From an optimization exercise on the open Yosys and OpenROAD flow, aimed at small area; shortcuts taken in it are not production practice. The RTL was checked by simulation tests, not by an equivalence proof against the original design. Power and IR drop assume default switching activity.

==> raven <==
==> flow/design.v <==
module axis_adxl_responder #(
  parameter logic [6:0] DEV_ADDR  = 7'h53,
  parameter logic [7:0] DEVID_VAL = 8'hE5
) (
  input  logic        clk,
  input  logic        reset,
  input  logic [31:0] s_axis_tdata,
  input  logic [3:0]  s_axis_tkeep,
  input  logic [7:0]  s_axis_tdest,
  input  logic        s_axis_tvalid,
  input  logic        s_axis_tlast,
  output logic        s_axis_tready,
  output logic [31:0] m_axis_tdata,
  output logic [3:0]  m_axis_tkeep,
  output logic [7:0]  m_axis_tdest,
  output logic        m_axis_tvalid,
  output logic        m_axis_tlast,
  input  logic        m_axis_tready,
  output logic [7:0]  power_ctl
);
  logic [15:0][3:0][7:0] regs_q;
  logic [5:0]  ptr_q;
  logic        resp_q;     
  logic        busy_q;     
  logic        wr_q;       
  logic        pend_q;     
  logic        first_q;    
  logic [7:0]  left_q;     
  logic        idle, hdr_acc, match, is_rd, wr_acc;
  logic [7:0]  n_eff;
  assign s_axis_tready = !reset && !resp_q;
  assign m_axis_tvalid = resp_q;
  assign m_axis_tdest  = {DEV_ADDR, 1'b1};
  assign power_ctl     = regs_q[4'hB][1];
  assign idle    = !resp_q && !busy_q;
  assign hdr_acc = idle && s_axis_tvalid;
  assign match   = (s_axis_tdest[7:1] == DEV_ADDR);
  assign is_rd   = match && s_axis_tdest[0];
  assign wr_acc  = busy_q && wr_q && s_axis_tvalid;
  assign n_eff   = (s_axis_tdata[7:0] == 8'h00) ? 8'd1 : s_axis_tdata[7:0];
  logic [3:0]      lane_wr;     
  logic [3:0][1:0] lane_o;      
  logic [2:0]      n_wr;        
  logic [5:0]      ld_byte;     
  logic [5:0]      base;
  logic            any_keep;
  always_comb begin
    logic [2:0] cnt;
    logic       got;
    cnt      = '0;
    got      = !first_q;
    ld_byte  = '0;
    lane_wr  = '0;
    lane_o   = '0;
    for (int i = 0; i < 4; i++) begin
      if (s_axis_tkeep[i]) begin
        if (!got) begin
          ld_byte = s_axis_tdata[i*8 +: 6];
          got     = 1'b1;
        end else begin
          lane_wr[i] = 1'b1;
          lane_o[i]  = cnt[1:0];
          cnt        = cnt + 3'd1;
        end
      end
    end
    n_wr     = cnt;
    any_keep = |s_axis_tkeep;
  end
  assign base = (first_q && !resp_q) ? ld_byte : ptr_q;
  logic [3:0][3:0] bank_sel;    
  logic [3:0]      bank_we;
  logic [3:0]      bank_nx;
  logic [3:0][7:0] bank_d;
  always_comb begin
    for (int b = 0; b < 4; b++) begin
      logic [1:0] rel;
      rel        = 2'(b) - base[1:0];
      bank_nx[b] = (2'(b) < base[1:0]);
      for (int i = 0; i < 4; i++) bank_sel[b][i] = lane_wr[i] && (lane_o[i] == rel);
      bank_we[b] = wr_acc && (|bank_sel[b]);
      bank_d[b]  = '0;
      for (int i = 0; i < 4; i++) begin
        if (bank_sel[b][i] && !reset) bank_d[b] = bank_d[b] | s_axis_tdata[i*8 +: 8];
      end
    end
  end
  logic [15:0] row_hit;
  logic [3:0]  we_here, we_next;
  always_comb begin
    for (int r = 0; r < 16; r++) row_hit[r] = (base[5:2] == 4'(r));
    for (int b = 0; b < 4; b++) begin
      we_here[b] = bank_we[b] && !bank_nx[b];
      we_next[b] = bank_we[b] && bank_nx[b];
    end
  end
  for (genvar r = 0; r < 16; r++) begin : g_row
    for (genvar b = 0; b < 4; b++) begin : g_bank
      if (r == 0 && b == 0) begin : g_devid
        assign regs_q[r][b] = DEVID_VAL;
      end else begin : g_reg
        logic [7:0] q;
        logic       wr, hold;
        assign wr   = (we_here[b] && row_hit[r]) || (we_next[b] && row_hit[(r + 15) % 16]);
        assign hold = !(wr || reset);
        if (r == 11 && b == 0) begin : g_2c
          adxl_byte_reg_0a u_byte (
            .clk(clk), .reset(reset), .hold(hold), .wr(wr), .d(bank_d[b]), .q(q)
          );
        end else begin : g_00
          adxl_byte_reg u_byte (
            .clk(clk), .hold(hold), .wr(wr), .d(bank_d[b]), .q(q)
          );
        end
        assign regs_q[r][b] = q;
      end
    end
  end
  logic       resp_acc;
  logic [2:0] ptr_inc;
  assign resp_acc = resp_q && m_axis_tready;
  assign ptr_inc  = resp_q ? (m_axis_tlast ? left_q[2:0] : 3'd4) : n_wr;
  always_ff @(posedge clk) begin
    if (reset) begin
      resp_q <= 1'b0;
      busy_q <= 1'b0;
      ptr_q  <= '0;
    end else begin
      if (hdr_acc) begin
        if (!s_axis_tlast) busy_q <= 1'b1;
        if (is_rd && s_axis_tlast) resp_q <= 1'b1;
      end
      if (busy_q && s_axis_tvalid && s_axis_tlast) begin
        busy_q <= 1'b0;
        if (!wr_q && pend_q) resp_q <= 1'b1;
      end
      if (resp_acc || (wr_acc && (!first_q || any_keep))) ptr_q <= base + {3'b0, ptr_inc};
      if (resp_acc && m_axis_tlast) resp_q <= 1'b0;
    end
  end
  always_ff @(posedge clk) begin
    if (hdr_acc) begin
      wr_q    <= match && !s_axis_tdest[0];
      pend_q  <= is_rd;
      first_q <= 1'b1;
      left_q  <= n_eff;
    end
    if (wr_acc && any_keep) first_q <= 1'b0;
    if (resp_acc) left_q[7:2] <= left_q[7:2] - 6'd1;
  end
  logic [5:0] cur;
  assign cur = ptr_q;
  assign m_axis_tlast = (left_q[7:3] == 5'd0) && !(left_q[2] && (left_q[1:0] != 2'd0));
  assign m_axis_tkeep = {|left_q[7:2],
                         (|left_q[7:2]) || (&left_q[1:0]),
                         |left_q[7:1],
                         1'b1};
  logic [15:0]     cur_row;
  logic [3:0][7:0] bank_q;
  always_comb begin
    for (int r = 0; r < 16; r++) cur_row[r] = (cur[5:2] == 4'(r));
    for (int b = 0; b < 4; b++) begin
      bank_q[b] = '0;
      for (int r = 0; r < 16; r++) begin
        if ((2'(b) < cur[1:0]) ? cur_row[(r + 15) % 16] : cur_row[r])
          bank_q[b] = bank_q[b] | regs_q[r][b];
      end
    end
    for (int i = 0; i < 4; i++) begin
      logic [1:0] src;
      src = 2'(i) + cur[1:0];
      m_axis_tdata[i*8 +: 8] = m_axis_tkeep[i] ? bank_q[src] : 8'h00;
    end
  end
endmodule
module adxl_byte_reg (
  input  logic       clk,
  input  logic       hold,
  input  logic       wr,
  input  logic [7:0] d,
  output logic [7:0] q
);
  always_ff @(posedge clk) q <= (q & {8{hold}}) | (d & {8{wr}});
endmodule
module adxl_byte_reg_0a (
  input  logic       clk,
  input  logic       reset,
  input  logic       hold,
  input  logic       wr,
  input  logic [7:0] d,
  output logic [7:0] q
);
  always_ff @(posedge clk) q <= (q & {8{hold}}) | (d & {8{wr}}) | (8'h0A & {8{reset}});
endmodule
==> flow/flow/run.sh <==
#!/bin/bash
# Own layout flow: the standard layout, except that
#  * synthesis is the standard synthesis script with ABC's area-oriented
#    mapping script (flow/area.abc) in place of the speed script; all the
#    Yosys passes before ABC (and so the registers) are unchanged;
#  * port buffers are the smallest buffer (buf_1);
#  * CTS uses larger sink clusters and no dummy loads.
# Each tool's output goes to a log file in the work folder.
set -euo pipefail
W=$(pwd)

# Synthesis script: synth_recipe.tcl, sourcing a copy of ORFS's synth.tcl
# whose ABC call uses flow/area.abc.
sed "s#source \$::env(SCRIPTS_DIR)/synth_preamble.tcl#source \$::env(SCRIPTS_DIR)/synth_preamble.tcl\nset abc_args [lreplace \$abc_args 1 1 $W/flow/area.abc]#" \
  "$FLOW_HOME/scripts/synth.tcl" > "$W/own_synth.tcl"
grep -q "flow/area.abc" "$W/own_synth.tcl"
sed "s#\$::env(SCRIPTS_DIR)/synth.tcl#$W/own_synth.tcl#" "$W/synth_recipe.tcl" > "$W/own_synth_recipe.tcl"
grep -q "own_synth.tcl" "$W/own_synth_recipe.tcl"

make -C "$FLOW_HOME" DESIGN_CONFIG="$W/config.mk" WORK_HOME="$W/orfs" CLKGATE_MAP_FILE= \
  SYNTH_SCRIPT="$W/own_synth_recipe.tcl" synth > "$W/synth.log" 2>&1

CTS="-sink_clustering_enable -repair_clock_nets -sink_clustering_size 20 -sink_clustering_max_diameter 55 -buf_list sky130_fd_sc_hd__clkbuf_8 -dont_use_dummy_load"
bash "$W/standard.sh" "BUFFER_PORTS_ARGS=-buffer_cell sky130_fd_sc_hd__buf_1" "CTS_ARGS=$CTS" finish > "$W/layout.log" 2>&1
==> flow/flow/area.abc <==
&get -n
&st
&dch -f
&nf -a -R 1000
&st
&syn2
&dch -f
&nf -a -R 1000
&put
topo
==> flow/standard.sh <==
#!/bin/bash
# synth_recipe.tcl (not shown) runs the flow's synth.tcl, then flattens the netlist and writes it again
# the make line also repeats each setting of config.mk as NAME=value (left out here)
make -C /OpenROAD-flow-scripts/flow DESIGN_CONFIG=/design/flow/config.mk WORK_HOME=/design/flow/orfs CLKGATE_MAP_FILE= SYNTH_SCRIPT=/design/flow/synth_recipe.tcl "${@:-finish}"
==> flow/config.mk <==
export PLATFORM = sky130hd
export DESIGN_NAME = axis_adxl_responder
export DESIGN_NICKNAME = axis_adxl_responder
export VERILOG_FILES = /design/flow/design.v
export SDC_FILE = /design/flow/constraint.sdc
export NUM_CORES = 4
export LEC_CHECK = 0
export CAP_MARGIN = 20
export CELL_PAD_IN_SITES_DETAIL_PLACEMENT = 1
export CELL_PAD_IN_SITES_GLOBAL_PLACEMENT = 1
export CORE_MARGIN = 2
export CORE_UTILIZATION = 55
export GPL_ROUTABILITY_DRIVEN = 1
export PLACE_DENSITY = 0.65
export SLEW_MARGIN = 20
export SYNTH_HIERARCHICAL = 1
==> flow/constraint.sdc <==
create_clock -name core_clock -period 12.0 [get_ports {clk}]
set_input_delay 2.4000 -clock core_clock [delete_from_list [all_inputs] [get_ports {clk}]]
set_output_delay 2.4000 -clock core_clock [all_outputs]
set_load 0.01 [all_outputs]
==> inputs of delta, as changes to raven <==
--- a/flow/flow/run.sh
+++ b/flow/flow/run.sh
@@ -22,3 +22,3 @@
 
-CTS="-sink_clustering_enable -repair_clock_nets -sink_clustering_size 20 -sink_clustering_max_diameter 55 -buf_list sky130_fd_sc_hd__clkbuf_8 -dont_use_dummy_load"
+CTS="-sink_clustering_enable -repair_clock_nets -sink_clustering_size 16 -sink_clustering_max_diameter 60 -buf_list sky130_fd_sc_hd__clkbuf_8 -dont_use_dummy_load"
 bash "$W/standard.sh" "BUFFER_PORTS_ARGS=-buffer_cell sky130_fd_sc_hd__buf_1" "CTS_ARGS=$CTS" finish > "$W/layout.log" 2>&1
==> flow/flow/area.abc (replaced) <==
&get -n
&st
&deepsyn -T 30
&dch -f
&nf -a -R 1000
&put
topo
==> comparison table <==
Result of the run: delta finished clean; raven finished clean
Tapcells inserted: delta 511; raven 518
Routed wire length: delta 92.8 mm; raven 85.3 mm
Area share of and/or/nand/nor cells after synthesis: delta 0.103; raven 0.0964
Register share of the cell area: delta 0.456; raven 0.459
Placed instance area: delta 22600 um^2; raven 22400 um^2
DIE AREA: delta 40100 um^2; raven 40300 um^2
Total clock buffers created by CTS: delta 42; raven 40
First-pass GRT wire length: delta 137 mm; raven 127 mm
Post-route worst hold slack: delta 484 ps; raven 488 ps
Crit-path max cell delay: delta 850 ps; raven 870 ps
Setup ws final: delta 4270 ps; raven 4240 ps
Finished Cell Area: delta 23200 um^2; raven 23000 um^2
Inverter count: delta 22; raven 17
Pwr Total: delta 2.95 mW; raven 3.00 mW

==> port drivers added, routing unchanged <==
In the flow no input, the clock included, has a driving cell. The finished layouts below were timed again as built, in two steps. Step 1 sets driving cells, clkbuf_16 on the clock port and buf_2 on the other inputs (assumed; they add their load-dependent delay and slew). Step 2 times the ports against the registers' clock, not the clock port: input delays grow and output delays shrink by t, the midpoint of the rising clock arrivals with the driver on. Slacks: no drivers / after step 1 / after step 2; pairs: no drivers / after step 1.
run	shift t [ns]	setup WS [ns]	hold slack, ns	worst data-port slew with drivers (ns)	cell pins on the clock port's net
raven	0.693	4.240 / 4.184 / 4.019	0.488 / 0.488 / 0.488	0.10	1
delta	0.702	4.270 / 4.213 / 3.834	0.484 / 0.484 / 0.484	0.11	1
After both steps setup and hold are still met in every run listed. For delta, which loses most, drivers alone change the setup slack by -0.057 ns; drivers and shift together by -0.436 ns.
